From an optimization exercise on the open Yosys and OpenROAD flow, aimed at small area; shortcuts taken in it are not production practice. RTL that was checked went through simulation tests only; none was proved equivalent to the original. For runs 1 and 2, only the layout was checked, not whether the RTL still works. No activity file was given, so power comes from the tool's default toggle rates.

File: flow/config.mk
export PLATFORM = sky130hd
export DESIGN_NAME = miniCalc
export DESIGN_NICKNAME = miniCalc
export VERILOG_FILES = /design/flow/design.v
export SDC_FILE = /design/flow/constraint.sdc
export NUM_CORES = 4
export LEC_CHECK = 0
export ABC_AREA = 1
export CAP_MARGIN = 20
export CORE_MARGIN = 2
export CORE_UTILIZATION = 75
export CTS_BUF_LIST = sky130_fd_sc_hd__clkbuf_16
export CTS_CLUSTER_DIAMETER = 70
export CTS_CLUSTER_SIZE = 28
export PLACE_DENSITY = 0.85
export SLEW_MARGIN = 20
File: flow/constraint.sdc
create_clock -name core_clock -period 24.0 [get_ports {Clk}]
set_input_delay 4.8000 -clock core_clock [delete_from_list [all_inputs] [get_ports {Clk}]]
set_output_delay 4.8000 -clock core_clock [all_outputs]
set_load 0.01 [all_outputs]
File: flow/design.v
`timescale 1ns/1ps
`default_nettype none
module segmentDecoder
(
    input  wire [3:0] digit,
    input  wire       blank,
    output logic [6:0] segments
);
    localparam logic [69:0] Patterns =
    {
        7'b1111011, 7'b1111111, 7'b1110000, 7'b1011111, 7'b1011011,
        7'b0110011, 7'b1111001, 7'b1101101, 7'b0110000, 7'b1111110
    };
    always_comb
    begin
        segments = Patterns[7 * digit +: 7];
        if (blank || digit > 4'd9)
            segments = 7'b0000000;
    end
endmodule
`default_nettype wire
`timescale 1ns/1ps
`default_nettype none
module miniCalc
(
    input  wire       Clk,
    input  wire       rst,
    input  wire [7:0] switch,
    input  wire       btnPushLow,
    input  wire       btnPushHi,
    input  wire       btnExecute,
    input  wire       btnOutputHi,
    output wire [7:0] led,
    output wire [6:0] disp3,
    output wire [6:0] disp2,
    output wire [6:0] disp1,
    output wire [6:0] disp0
);
    localparam logic [3:0] OpRefresh = 4'b0000;
    localparam logic [3:0] OpPushL   = 4'b0001;
    localparam logic [3:0] OpPushH   = 4'b0010;
    localparam logic [3:0] OpPop     = 4'b0011;
    localparam logic [3:0] OpCopy    = 4'b0100;
    localparam logic [3:0] OpSwap    = 4'b0101;
    localparam logic [3:0] OpAdd     = 4'b1000;
    localparam logic [3:0] OpSub     = 4'b1001;
    localparam logic [3:0] OpMul     = 4'b1010;
    localparam logic [2:0] StIdle = 3'd0;
    localparam logic [2:0] StPend = 3'd1;
    localparam logic [2:0] StW1   = 3'd2;
    localparam logic [2:0] StW1b  = 3'd3;
    localparam logic [2:0] StW2   = 3'd4;
    logic [4:0]       q;
    logic [2:0]       stage;
    logic [3:0]       op;
    logic [3:0]       n;
    logic             err;
    logic             prevHi;
    logic [6:0][31:0] W;
    logic [31:0]      X;
    logic [31:0]      A;
    logic [15:0]      D;
    wire [3:0] k     = q[3:0];
    wire       h     = q[4];
    wire       kLast = (k == 4'd15);
    wire inW1  = (stage == StW1);
    wire inW1b = (stage == StW1b);
    wire inW2  = (stage == StW2);
    wire isArith = op[3];
    wire isMul   = (op == OpMul);
    wire inv     = (op == OpSub);
    wire press = btnPushLow | btnPushHi | btnExecute;
    wire start = (stage == StIdle) && (press || (btnOutputHi != prevHi));
    logic [3:0] cmdOp;
    logic [3:0] cmdN;
    logic       cmdFault;
    logic       cmdClear;
    always_comb
    begin
        cmdOp    = OpRefresh;
        cmdN     = n;
        cmdFault = 1'b0;
        cmdClear = 1'b0;
        if (btnPushLow)
        begin
            if (n[3])
                cmdFault = 1'b1;
            else
            begin
                cmdOp = OpPushL;
                cmdN  = n + 4'd1;
            end
        end
        else if (btnPushHi)
        begin
            if (n == 4'd0)
                cmdFault = 1'b1;
            else
                cmdOp = OpPushH;
        end
        else if (btnExecute && btnOutputHi)
        begin
            cmdClear = 1'b1;
            cmdN     = 4'd0;
        end
        else if (btnExecute)
        begin
            case (switch[2:0])
                3'b000, 3'b001, 3'b010:
                begin
                    if (n[3:1] == 3'd0)
                        cmdFault = 1'b1;
                    else
                    begin
                        cmdOp = (switch[1:0] == 2'b00) ? OpAdd :
                                (switch[1:0] == 2'b01) ? OpSub : OpMul;
                        cmdN  = n - 4'd1;
                    end
                end
                3'b111:
                begin
                    if (n[3:1] == 3'd0)
                        cmdFault = 1'b1;
                    else
                        cmdOp = OpSwap;
                end
                3'b101:
                begin
                    if (n == 4'd0)
                        cmdFault = 1'b1;
                    else
                    begin
                        cmdOp = OpPop;
                        cmdN  = n - 4'd1;
                    end
                end
                3'b110:
                begin
                    if (n == 4'd0 || n[3])
                        cmdFault = 1'b1;
                    else
                    begin
                        cmdOp = OpCopy;
                        cmdN  = n + 4'd1;
                    end
                end
                default: ;
            endcase
        end
    end
    always_ff @(posedge Clk)
    begin
        prevHi <= btnOutputHi;
        if (start)
            op <= cmdOp;
        if (rst)
        begin
            q     <= 5'd0;
            stage <= StIdle;
            n     <= 4'd0;
            err   <= 1'b0;
        end
        else
        begin
            q <= q + 5'd1;
            case (stage)
                StIdle: if (start) stage <= kLast ? StW1 : StPend;
                StPend: if (kLast) stage <= StW1;
                StW1:   if (kLast) stage <= isArith ? StW1b : (op == OpPushH) ? StW2 : StIdle;
                StW1b:  if (kLast) stage <= StW2;
                default: if (kLast) stage <= StIdle;
            endcase
            if (start)
            begin
                n   <= cmdN;
                err <= cmdClear ? 1'b0 : (err | cmdFault);
            end
        end
    end
    wire [2:0] idx = (op == OpPop || isArith) ? 3'(n - 4'd1) : 3'(n - 4'd2);
    logic [7:0] tapA;
    logic [7:0] tapB;
    always_comb
    begin
        tapA = 8'd0;
        tapB = 8'd0;
        for (int i = 0; i < 7; i++)
        begin
            tapA[i] = W[i][31];
            tapB[i] = W[i][15];
        end
    end
    wire sA  = tapA[idx];
    wire sB  = tapB[idx];
    wire sHi = h ? sB : sA;
    wire sLo = h ? sA : sB;
    wire s   = inW1 ? sHi : sLo;
    wire wrRing = inW1 && (op == OpPushL || op == OpCopy || op == OpSwap);
    wire dA     = h ? X[15] : X[31];
    wire dB     = h ? X[31] : X[15];
    always_ff @(posedge Clk)
    begin
        for (int i = 0; i < 7; i++)
        begin
            if (wrRing && idx == 3'(i))
                W[i] <= {W[i][30:16], dB, W[i][14:0], dA};
            else
                W[i] <= {W[i][30:0], W[i][31]};
        end
    end
    logic xen;
    logic inHi;
    logic inLo;
    always_comb
    begin
        xen  = 1'b0;
        inHi = X[31];
        inLo = X[15];
        if (inW1)
        begin
            case (op)
                OpRefresh, OpCopy: xen = 1'b1;
                OpPop, OpSwap:
                begin
                    xen  = 1'b1;
                    inHi = sHi;
                    inLo = sLo;
                end
                OpPushL:
                begin
                    xen  = 1'b1;
                    inHi = 1'b0;
                    inLo = k[3] & A[7];
                end
                OpPushH:
                begin
                    xen  = !k[3];
                    inHi = X[15];
                    inLo = A[7];
                end
                default: ;
            endcase
        end
        if (inW2)
        begin
            xen = 1'b1;
            if (isArith)
            begin
                inHi = A[31] ^ inv;
                inLo = A[15] ^ inv;
            end
        end
    end
    always_ff @(posedge Clk)
    begin
        if (xen)
            X <= {X[30:16], inHi, X[14:0], inLo};
    end
    wire arW   = inW1 | inW1b;
    wire c0    = isArith & !isMul & arW & (s ^ inv);
    wire e1    = isArith & arW & (isMul ? s : (inW1b & kLast));
    wire [31:0] addA = {A[30:0], c0};
    wire [31:0] addB = X & {32{e1}};
    logic [31:0] sum;
    logic [32:0] cy;
    always_comb
    begin
        cy[0] = 1'b0;
        for (int i = 0; i < 32; i++)
        begin
            sum[i]   = addA[i] ^ addB[i] ^ cy[i];
            cy[i+1]  = (addA[i] & addB[i]) | (cy[i] & (addA[i] ^ addB[i]));
        end
    end
    wire aLoad = start & (btnPushLow | btnPushHi);
    wire aEn   = (isArith & (arW | inW2)) | (inW1 & ((op == OpPushL & k[3]) | (op == OpPushH)));
    always_ff @(posedge Clk)
    begin
        A[31:8] <= sum[31:8];
        if (aLoad)
            A[7:0] <= switch;
        else if (aEn)
            A[7:0] <= sum[7:0];
    end
    wire dispWin = (inW1 & (op != OpPushH) & !isArith) | inW2;
    wire dBit    = btnOutputHi ? inHi : inLo;
    function automatic logic [3:0] add3(input logic [3:0] d);
        add3[3] = d[3] | (d[2] & d[0]) | (d[2] & d[1]);
        add3[2] = (d[3] & d[0]) | (d[2] & !d[1] & !d[0]);
        add3[1] = (d[3] & !d[0]) | (!d[2] & d[1]) | (d[1] & d[0]);
        add3[0] = (d[3] & !d[0]) | (!d[3] & !d[2] & d[0]) | (d[2] & d[1] & !d[0]);
    endfunction
    logic [15:0] dNext;
    always_comb
    begin
        logic [15:0] t;
        t = (k == 4'd0) ? 16'd0 : D;
        for (int d = 0; d < 4; d++)
            t[4*d +: 4] = add3(t[4*d +: 4]);
        dNext = {t[14:0], dBit};
    end
    always_ff @(posedge Clk)
    begin
        if (dispWin)
            D <= dNext;
    end
    wire blank = (n == 4'd0);
    assign led = {err, 3'b000, n};
    segmentDecoder u_seg3 (.digit(D[15:12]), .blank(blank), .segments(disp3));
    segmentDecoder u_seg2 (.digit(D[11:8]),  .blank(blank), .segments(disp2));
    segmentDecoder u_seg1 (.digit(D[7:4]),   .blank(blank), .segments(disp1));
    segmentDecoder u_seg0 (.digit(D[3:0]),   .blank(blank), .segments(disp0));
endmodule
`default_nettype wire
File: flow/run.sh
#!/bin/bash
# synth_recipe.tcl (not shown) runs the flow's synth.tcl, then flattens the netlist and writes it again
# the make line also repeats each setting of config.mk as NAME=value (left out here)
make -C /OpenROAD-flow-scripts/flow DESIGN_CONFIG=/design/flow/config.mk WORK_HOME=/design/flow/orfs CLKGATE_MAP_FILE= SYNTH_SCRIPT=/design/flow/synth_recipe.tcl finish
==> results_dict.tcl, run 1 <==
set metrics [dict create \
    critPathKind "flip-flop to flip-flop" \
    ys_seq_area_share_pct 64.9 \
    cts_resized 0 \
    syn2layout_area_growth_pct 9.52 \
    postCtsSetupBuffers 0 \
    finalMaxSlewViolations 0 \
    synthCells 953 \
    period_needed_ps 15100 \
    antenna_left 0 \
    synthesis.area_sq_mm 0.0109 \
    multiInputGateArea_sq_mm 0.00327 \
    r2r-start "n[0]" \
    dieHeight_um 124 \
    crit_start "n[0]" \
    switchingPower_uw 533 \
    die-area_sq_mm 0.0154 \
    final_cell_mix "dfxtp_1 (262), nand2_1 (127), inv_1 (122)" \
    routed_wl_um 23000 \
    setup_tns_ps 0 \
    ir_drop_uv 97.7 \
    swShare_pct 35.9 \
    fin_worst_skew_ps 23.6 \
    finalNetCount 1088 \
    grt_pass1_wl_um 37000 \
    cts.path.max_buffers 3 \
    rows 43 \
    powerDensity_mw_per_mm2 125 \
    fmax_mhz 66.2 \
    n_antenna_cell 0 \
    cp_common_cell "fa_1" \
    drc 0 \
    outcome "no timing/DRC/antenna violations" \
    gp_congestion 0.913 \
    power.total_mw 1.48 \
    cts.htree.levels 1 \
    crit_path_end_kind "flip-flop" \
    r2r_slack_ps 8900 \
    cts.sinks 322 \
    internal_power_uw 950 \
    synth_area_leaders "dfxtp_1 (48%), edfxtp_1 (17%), fa_1 (5.5%)" \
    layout_commonest_cell "dfxtp_1" \
    antenna_found_initial 0 \
    vias 6954 \
    vias_per_cell 5.83 \
    r2r_end "A[31]" \
    syn_avg_cell_area_sq_um 11.4 \
    synth_top_area_cell "dfxtp_1" \
    grt_overflow 0 \
    cp_data_required_time_ps 24390 \
    cp_max_fo 28 \
    synth_flop_cell "dfxtp_1" \
    start_util_pct 77.6 \
    clk_latency_ps 490 \
    worst_hold_slack_ps 323 \
    synth_edf_count 60 \
    grt_max_degree 33 \
    layout-drive-gt1-share_pct 6.42 \
    setup_viol 0 \
    cts_tree "built" \
    fill_cells 626 \
    hold_viol 0 \
    slowest_stage "dfxtp_1" \
    clkPwrFrac_pct 18.7 \
    chipWidth_um 124 \
    wl_per_cell_um 19.3 \
    reg2regPathDepth 54 \
    ios 50 \
    yosys.area.top_type_share_pct 48.3 \
    cts_root_buf "clkbuf_16" \
    seqPwrFrac_pct 50.7 \
    clk_pin_slew_ps 110 \
    grtUsageTotal_pct 30.0 \
    dp_hpwl_um 14100 \
    hold_path_class "flip-flop to flip-flop" \
    dr.pass1.iters 7 \
    cts-buffers-inserted 15 \
    relSlewSlack_pct 21.1 \
    maxCapViolations 0 \
    ys_types 42 \
    regArea_sq_mm 0.00705 \
    synth_seq_cells 322 \
    rsz0062_at_grt "no" \
    io_buffers 46 \
    max_stage_delay_ps 600 \
    worst_ep_arrival_time_ps 15490 \
    post-route-period-util_pct 62.9 \
    crit_end "A[31]" \
    ys_async_sr_fraction_pct 0 \
    coreArea_sq_mm 0.0140 \
    cellLeakagePower_nw 5.06 \
    worst_setup_path_start_kind "flip-flop" \
    pwr-share-comb_pct 30.6 \
    worst_pin_slew_ps 1170 \
    first_global_vias 7131 \
    yosysWarnings 2 \
    drt-initial-drc-count 643 \
    hold_buffers 0 \
]
==> power by group through the flow <==
stage,combinational [mW],sequential (mW),clock [mW]
after CTS,0.441,0.752,0.276
final,0.453,0.752,0.278
after global placement,0.402,0.751,0
after global routing,0.492,0.765,0.292
after floorplan,0.279,0.736,0
after detailed placement,0.426,0.757,0
==> area by class of cell <==
class / instances / area share [%]
multi-input combinational: 501 / 27.5
clock buffer: 15 / 3.16
clock inverter: 6 / 0.295
inverter: 122 / 3.92
sequential: 322 / 59.3
tap: 180 / 1.89
timing repair buffer: 47 / 3.94
==> per-layer routing <==
| layer | track usage, % | vias up | part of all wire, % |
|---|---|---|---|
| li1 | - | 3144 | - |
| met1 | 38.3 | 3277 | 40 |
| met2 | 51.1 | 414 | 49 |
| met3 | 4.25 | 119 | 6.7 |
| met4 | 13.9 | 0 | 5.1 |
| met5 | 0 | - | 0 |
==> worst max-delay path: cells and delay by family, from the launching register on <==
kind / cells / cell delay, ps
buffers and inverters: 8 / 930
XOR/XNOR: 1 / 220
flip-flops: 1 / 600
adder cells (fa/ha/maj): 32 / 11810
AND/OR/NAND/NOR: 13 / 1410
==> state kept, by name, summed over array words and instances, names as in the netlist <==
signal / count
D: 16
op: 4
X: 32
stage: 3
q: 5
prevHi: 1
n: 4
A: 32
W: 224
err: 1
==> through the flow <==
step / setup WS, ps / util (%) / cells / instance area [sq um]
2_1_floorplan: 10650 / - / 955 / 10900
3_3_place_gp: 10130 / 82.0 / 1172 / 11500
3_5_place_dp: 9520 / 82.0 / 1172 / 11500
4_1_cts: 9130 / 85.0 / 1193 / 11900
5_1_grt: 8450 / 85.0 / 1193 / 11900
6_report: 8900 / 85.0 / 1193 / 11900
==> logic make-up (layout without fill, tap and decap cells) <==
family                     count (synthesis)  count (layout)  share of synthesized area, %
AOI/OAI and AO/OA                        131             131                          6.79
xor gates and xnor gates                   7               7                         0.565
adders and majority gates                 65              65                          9.57
buffers and inverters                    132             190                          5.07
DFF                                      322             322                          64.9
other                                      1               3                        0.0346
and+or+nand+nor                          295             295                          13.0
==> Yosys cell counts (2+ instances only) <==
master     count
nand3_2        6
o2111ai_1      2
buf_4          4
inv_1        117
nor3_1         8
nand2_4        3
or2_2          2
a21boi_0       5
fa_1          30
nand3b_1       2
nand2_2        8
o21ai_0       65
o211ai_1       3
clkbuf_1       3
nor2_4        21
edfxtp_1      60
o31ai_1        2
nand2_1      127
dfxtp_1      262
nand3_1       34
o22ai_1        2
inv_2          3
o311ai_0       2
a31oi_1        7
ha_1          35
buf_12         2
xor2_1         7
nor2_1        82
a21oi_1       36
==> how the worst min path moves through the flow <==
stage,start,to,slack (ps),cells after the start
after CTS,W[189],W[190],320,0
after global placement,W[85],W[86],310,0
after detailed placement,W[2],W[3],310,0
final,W[214],W[215],320,0
after global routing,W[214],W[215],330,0
after floorplan,W[99],W[100],310,0
==> run 2, diff against run 1 <==
--- a/flow/config.mk
+++ b/flow/config.mk
@@ -11,5 +11,5 @@
 export CORE_UTILIZATION = 75
-export CTS_BUF_LIST = sky130_fd_sc_hd__clkbuf_16
-export CTS_CLUSTER_DIAMETER = 70
-export CTS_CLUSTER_SIZE = 28
+export CTS_BUF_LIST = sky130_fd_sc_hd__clkbuf_8
+export CTS_CLUSTER_DIAMETER = 60
+export CTS_CLUSTER_SIZE = 16
 export PLACE_DENSITY = 0.85
==> results_dict.tcl, run 2 <==
set metrics [dict create \
    outcome "no timing/DRC/antenna violations" \
    rsz0062_at_grt "no" \
    fin_ws_ps 9190 \
    antenna_left 0 \
    layout_commonest_cell "dfxtp_1" \
    cp_data_required_time_ps 24470 \
    yosysWarnings 2 \
    internal_power_uw 928 \
    fmax_mhz 67.5 \
    cts.sinks 322 \
    worst_setup_path_start_kind "flip-flop" \
    cts_tree "built" \
    largest_reg_flops 224 \
    ios 50 \
    layout-drive-gt1-share_pct 7.41 \
    top_regs "W: 224 flops, A: 32 flops, X: 32 flops" \
    holdPathStages 0 \
    synth_seq_cells 322 \
    cts-buffers-inserted 24 \
    design_area_sq_mm 0.0119 \
    crit_path_end_kind "flip-flop" \
    worst_ep_arrival_time_ps 15280 \
    post-route-period-util_pct 61.7 \
    postPlaceCellArea_sq_mm 0.0115 \
    synth_most_common_cell "dfxtp_1" \
    clk_pin_slew_ps 120 \
    rows 43 \
    reg2regPathDepth 53 \
    power.total_mw 1.46 \
    grt_max_degree 33 \
    worst_hold_slack_ps 315 \
    synth_area_leaders "dfxtp_1 (48%), edfxtp_1 (17%), fa_1 (5.5%)" \
    chipWidth_um 124 \
    dieHeight_um 124 \
    max_stage_delay_ps 530 \
    wl_per_cell_um 18.3 \
    io_buffers 46 \
    dr.pass1.iters 8 \
    antenna_found_initial 1 \
    grt_overflow 0 \
    n_antenna_cell 0 \
    cp_common_cell "fa_1" \
    grtUsageTotal_pct 29.1 \
    hold_path_class "flip-flop to flip-flop" \
    worst_pin_slew_ps 1070 \
    ys_types 42 \
    final_util_pct 84.8 \
    place_inst 1172 \
    powerDensity_mw_per_mm2 123 \
    ir_drop_uv 81.7 \
    setup_viol 0 \
    drt-initial-drc-count 894 \
    first_global_vias 6921 \
    final_cell_mix "dfxtp_1 (262), nand2_1 (127), inv_1 (124)" \
    cts_resized 0 \
    cts.htree.levels 1 \
    die-area_sq_mm 0.0154 \
    gp_congestion 0.913 \
    critPathKind "flip-flop to flip-flop" \
    r2r_slack_ps 9190 \
    pwr-share-comb_pct 30.7 \
    synth_edf_count 60 \
    crit_start "n[0]" \
    slowest_stage "dfxtp_1" \
    top_register "W" \
    synthCells 953 \
    finalNetCount 1097 \
    stdcell_count 1206 \
    ys_async_sr_fraction_pct 0 \
    r2r_end "A[31]" \
    syn_avg_cell_area_sq_um 11.4 \
    postCtsSetupBuffers 0 \
    start_util_pct 77.6 \
    swShare_pct 36.2 \
    vias 6832 \
    fin_worst_skew_ps 24.2 \
    synth_common_cells "dfxtp_1 (262), nand2_1 (127), inv_1 (117)" \
    switchingPower_uw 528 \
    maxCapViolations 0 \
    dp_hpwl_um 14100 \
    yosys.area.top_type_share_pct 48.3 \
    coreArea_sq_mm 0.0140 \
    fill_cells 650 \
    clk_latency_ps 580 \
    r2r-start "n[0]" \
    relSlewSlack_pct 27.8 \
    synthesis.area_sq_mm 0.0109 \
    ys_seq_area_share_pct 64.9 \
    crit_end "A[31]" \
    cp_max_fo 28 \
    syn2layout_area_growth_pct 9.32 \
    cts_root_buf "clkbuf_8" \
    vias_per_cell 5.67 \
    hold_buffers 0 \
    clkPwrFrac_pct 18.0 \
    grt_pass1_wl_um 35600 \
    synth_flop_cell "dfxtp_1" \
    synth_top_area_cell "dfxtp_1" \
    drc 0 \
    seqPwrFrac_pct 51.4 \
    setup_tns_ps 0 \
    cts.path.max_buffers 3 \
    dpl_worst_slack_ps 9520 \
    cellLeakagePower_nw 5.06 \
    finalMaxSlewViolations 0 \
    routed_wl_um 22000 \
    hold_viol 0 \
    period_needed_ps 14810 \
]
## run 2: area by class of cell
cell class / count / area, sq um / share of cell area, %
Tap cell: 180 / 225 / 1.90
Clock inverter: 10 / 57.6 / 0.485
Multi-Input combinational cell: 501 / 3270 / 27.6
Clock buffer: 24 / 330 / 2.78
Sequential cell: 322 / 7050 / 59.4
Timing Repair Buffer: 47 / 468 / 3.94
Inverter: 122 / 465 / 3.92
## run 2: power by group through the flow
stage	clock [mW]	sequential [mW]	combinational [mW]
after global placement	0	0.751	0.402
after floorplan	0	0.736	0.279
after global routing	0.282	0.762	0.487
after detailed placement	0	0.757	0.426
after CTS	0.264	0.748	0.436
final	0.262	0.748	0.446
## run 2: worst min-delay path by stage
stage	endpoint	slack, ps	start
final	W[9]	320	W[8]
after global routing	W[9]	320	W[8]
after CTS	W[9]	320	W[8]
after detailed placement	W[3]	310	W[2]
after global placement	W[86]	310	W[85]
after floorplan	W[100]	310	W[99]
## run 2: kinds of logic after synthesis
| group | count (synthesis) | synth area share [%] |
|---|---|---|
| compound gates | 131 | 6.79 |
| xor+xnor | 7 | 0.565 |
| fa+ha+maj | 65 | 9.57 |
| buf+inv | 132 | 5.07 |
| flops | 322 | 64.9 |
| other cells | 1 | 0.0346 |
| simple gates | 295 | 13.0 |
## run 2: per-layer routing
metal  GRT usage [%]  wire [um]
met1            38.5       8890
met2            48.5      10500
met3            4.25       1480
met4            12.4       1110
met5               0          0
## run 2: critical path: cells and delay by family (launching register included)
| kind | cells | cell delay, ps |
|---|---|---|
| and+or+nand+nor | 10 | 880 |
| buffers and inverters | 8 | 960 |
| AOI/OAI and AO/OA | 1 | 130 |
| adders and majority gates | 32 | 11740 |
| xor gates and xnor gates | 2 | 430 |
| DFF | 1 | 530 |
==> run 3, diff against run 2 <==
--- a/flow/design.v
+++ b/flow/design.v
@@ -8,11 +8,18 @@
 );
-    localparam logic [69:0] Patterns =
-    {
-        7'b1111011, 7'b1111111, 7'b1110000, 7'b1011111, 7'b1011011,
-        7'b0110011, 7'b1111001, 7'b1101101, 7'b0110000, 7'b1111110
-    };
     always_comb
     begin
-        segments = Patterns[7 * digit +: 7];
-        if (blank || digit > 4'd9)
+        case (digit)
+            4'd0:    segments = 7'b1111110;
+            4'd1:    segments = 7'b0110000;
+            4'd2:    segments = 7'b1101101;
+            4'd3:    segments = 7'b1111001;
+            4'd4:    segments = 7'b0110011;
+            4'd5:    segments = 7'b1011011;
+            4'd6:    segments = 7'b1011111;
+            4'd7:    segments = 7'b1110000;
+            4'd8:    segments = 7'b1111111;
+            4'd9:    segments = 7'b1111011;
+            default: segments = 7'b0000000;
+        endcase
+        if (blank)
             segments = 7'b0000000;
@@ -261,15 +268,3 @@
     wire e1    = isArith & arW & (isMul ? s : (inW1b & kLast));
-    wire [31:0] addA = {A[30:0], c0};
-    wire [31:0] addB = X & {32{e1}};
-    logic [31:0] sum;
-    logic [32:0] cy;
-    always_comb
-    begin
-        cy[0] = 1'b0;
-        for (int i = 0; i < 32; i++)
-        begin
-            sum[i]   = addA[i] ^ addB[i] ^ cy[i];
-            cy[i+1]  = (addA[i] & addB[i]) | (cy[i] & (addA[i] ^ addB[i]));
-        end
-    end
+    wire [31:0] sum = {A[30:0], c0} + (X & {32{e1}});
     wire aLoad = start & (btnPushLow | btnPushHi);
@@ -286,8 +281,2 @@
     wire dBit    = btnOutputHi ? inHi : inLo;
-    function automatic logic [3:0] add3(input logic [3:0] d);
-        add3[3] = d[3] | (d[2] & d[0]) | (d[2] & d[1]);
-        add3[2] = (d[3] & d[0]) | (d[2] & !d[1] & !d[0]);
-        add3[1] = (d[3] & !d[0]) | (!d[2] & d[1]) | (d[1] & d[0]);
-        add3[0] = (d[3] & !d[0]) | (!d[3] & !d[2] & d[0]) | (d[2] & d[1] & !d[0]);
-    endfunction
     logic [15:0] dNext;
@@ -298,3 +287,4 @@
         for (int d = 0; d < 4; d++)
-            t[4*d +: 4] = add3(t[4*d +: 4]);
+            if (t[4*d +: 4] >= 4'd5)
+                t[4*d +: 4] = t[4*d +: 4] + 4'd3;
         dNext = {t[14:0], dBit};
==> flow/config.mk (replaced) <==
export PLATFORM = sky130hd
export DESIGN_NAME = miniCalc
export DESIGN_NICKNAME = miniCalc
export VERILOG_FILES = /design/flow/design.v
export SDC_FILE = /design/flow/constraint.sdc
export NUM_CORES = 4
export LEC_CHECK = 0
export CAP_MARGIN = 20
export CORE_MARGIN = 2
export CORE_UTILIZATION = 40
export SLEW_MARGIN = 20
==> results_dict.tcl, run 3 <==
set metrics [dict create \
    worst_ep_arrival_time_ps 3010 \
    grtUsageTotal_pct 13.2 \
    final_util_pct 47.3 \
    finalMaxSlewViolations 0 \
    chipWidth_um 181 \
    relSlewSlack_pct 28.9 \
    cts.path.max_buffers 3 \
    fin_worst_skew_ps 17.8 \
    ys_types 69 \
    gp_congestion 0.808 \
    synth_most_common_cell "dfxtp_1" \
    antenna_found_initial 0 \
    clk_latency_ps 520 \
    setup_tns_ps 0 \
    design_area_sq_mm 0.0145 \
    ir_drop_uv 48.7 \
    maxCapViolations 0 \
    cts_resized 0 \
    synth_common_cells "dfxtp_1 (290), nor2_1 (79), nand2_1 (77)" \
    postCtsSetupBuffers 0 \
    rsz0062_at_grt "no" \
    worst_setup_path_start_kind "flip-flop" \
    cts.sinks 350 \
    top_register "W" \
    max_stage_delay_ps 710 \
    period_needed_ps 7810 \
    dr.pass1.iters 4 \
    first_global_vias 7339 \
    rows 64 \
    syn2layout_area_growth_pct 15.5 \
    synthesis.area_sq_mm 0.0126 \
    layout_commonest_cell "dfxtp_1" \
    postPlaceCellArea_sq_mm 0.0134 \
    synthCells 1091 \
    synth_area_leaders "dfxtp_1 (46%), edfxtp_1 (14%), ha_1 (7.1%)" \
    outcome "no timing/DRC/antenna violations" \
    die-area_sq_mm 0.0329 \
    layout-drive-gt1-share_pct 8.16 \
    n_antenna_cell 0 \
    largest_reg_flops 224 \
    top_regs "W: 224 flops, A: 32 flops, X: 32 flops" \
    slowest_stage "dfxtp_1" \
    critPathKind "flip-flop to output port" \
    cp_data_required_time_ps 19200 \
    fill_cells 2835 \
    synth_flop_cell "dfxtp_1" \
    ys_async_sr_fraction_pct 0 \
    cts-buffers-inserted 36 \
    yosys.area.top_type_share_pct 46.1 \
    grt_max_degree 35 \
    dieHeight_um 181 \
    crit_path_end_kind "output port" \
    drc 0 \
    synth_edf_count 60 \
    crit_chain "clkinv_1 -> ha_1 -> nand2_1 -> nor2_4 -> nor2b_1 -> clkdlybuf4s50_1" \
    final_cell_mix "dfxtp_1 (290), nor2_1 (77), nand2_1 (77)" \
    dp_hpwl_um 14100 \
    routed_wl_um 21200 \
    ios 50 \
    post-route-period-util_pct 32.6 \
    clk_pin_slew_ps 60 \
    hold_path_class "flip-flop to flip-flop" \
    grt_overflow 0 \
    setup_viol 0 \
    synth_seq_cells 350 \
    hold_buffers 0 \
    yosysWarnings 2 \
    drt-initial-drc-count 340 \
    ys_seq_area_share_pct 60.4 \
    cts_root_buf "clkbuf_16" \
    start_util_pct 40.9 \
    cts.htree.levels 2 \
    wl_per_cell_um 13.5 \
    worst_pin_slew_ps 1040 \
    cts_tree "built" \
    antenna_left 0 \
    finalNetCount 1236 \
    cellLeakagePower_nw 5.91 \
    coreArea_sq_mm 0.0307 \
    hold_viol 0 \
    vias 7580 \
    powerDensity_mw_per_mm2 87.3 \
    fmax_mhz 128 \
    io_buffers 46 \
    vias_per_cell 4.82 \
    synth_top_area_cell "dfxtp_1" \
    syn_avg_cell_area_sq_um 11.5 \
    cp_max_fo 30 \
    grt_pass1_wl_um 36100 \
]
run 3: changes by cell type after synthesis, sizes merged, moves of 29 or more:
| cell | previous run | this run |
|---|---|---|
| and2 | 0 | 37 |
| ha | 35 | 71 |
| fa | 30 | 1 |
| nand2 | 138 | 77 |
| nor2b | 0 | 44 |
| inv | 121 | 32 |
run 3: through the flow:
stage	hold WS [ps]	instances	setup WS [ps]	power, mW
6_report	313	1573	16190	1.27
3_3_place_gp	310	1508	16670	0.756
5_1_grt	324	1573	15860	1.33
2_1_floorplan	310	1093	17300	0.721
4_1_cts	314	1573	15930	1.29
3_5_place_dp	312	1508	16520	0.758
run 3: path summary, 6_finish.rpt:
kind               from       end  slack (ps)  cells after the start
hold / removal    W[85]     W[86]         310                      0
hold reg to reg   W[85]     W[86]         310                      0
setup / recovery   n[0]  disp3[1]       16190                      6
setup reg to reg   n[0]     A[28]       17500                     21
run 3: critical path, delay by kind of cell, from the launching register on:
kind,cells,cell delay (ps)
adder cells (fa/ha/maj),1,340
flip-flops,1,710
buffers and inverters,2,940
AND/OR/NAND/NOR,3,480
run 3: final cells by class:
class	count	area [sq um]	share of cell area (%)
Sequential cell	350	7610	52.3
Clock inverter	14	111	0.766
Tap cell	396	495	3.41
Multi-Input combinational cell	682	4730	32.5
Inverter	33	124	0.852
Timing Repair Buffer	47	468	3.22
Clock buffer	51	1010	6.94
run 3: per-layer routing:
layer / wire, um / share of wire [%] / global-route usage (%)
met1: 11000 / 52 / 18.7
met4: 445 / 2.1 / 4.55
met5: 0 / 0 / 0
met2: 8970 / 42 / 19.8
met3: 773 / 3.6 / 2.93
run 3: kinds of logic (layout without fill, tap and decap cells):
kind of cell	Yosys count	count (layout)	synth area share [%]
XOR/XNOR	46	46	3.20
buffers and inverters	61	145	2.18
multiplexers	53	53	4.47
adder cells (fa/ha/maj)	72	72	7.22
other	1	3	0.0298
flip-flops	350	350	60.4
AO/OA/AOI/OAI	206	206	10.5
AND/OR/NAND/NOR	302	302	12.0
run 3: power breakdown:
group	internal (mW)	switching (mW)	total, mW
Combinational	0.0544	0.0688	0.123
Clock	0.298	0.226	0.524
Sequential	0.611	0.0115	0.623
Total	0.963	0.307	1.27

afterwards: timing with drivers on the ports:
Ports are ideal in the flow. The routed layouts listed here were re-timed in OpenROAD. Step 1: set_driving_cell puts a clkbuf_16 on Clk and a buf_2 on each other input, an assumption about the parent block. Step 2 also shifts input and output timing later by t, the mid clock arrival at the registers, as if the neighbouring blocks saw the same clock. Three values: ideal ports, drivers, drivers and shift; two values: the first two.
run | t, ns | setup slack, ns | worst register clock-pin slew, ns
run 1 | 0.524 | 8.897 / 8.897 / 8.897 | 0.11 / 0.11
run 2 | 0.607 | 9.189 / 9.189 / 9.189 | 0.12 / 0.12
run 3 | 0.565 | 16.185 / 16.135 / 16.624 | 0.06 / 0.06
After both steps setup and hold are still met in every run listed.
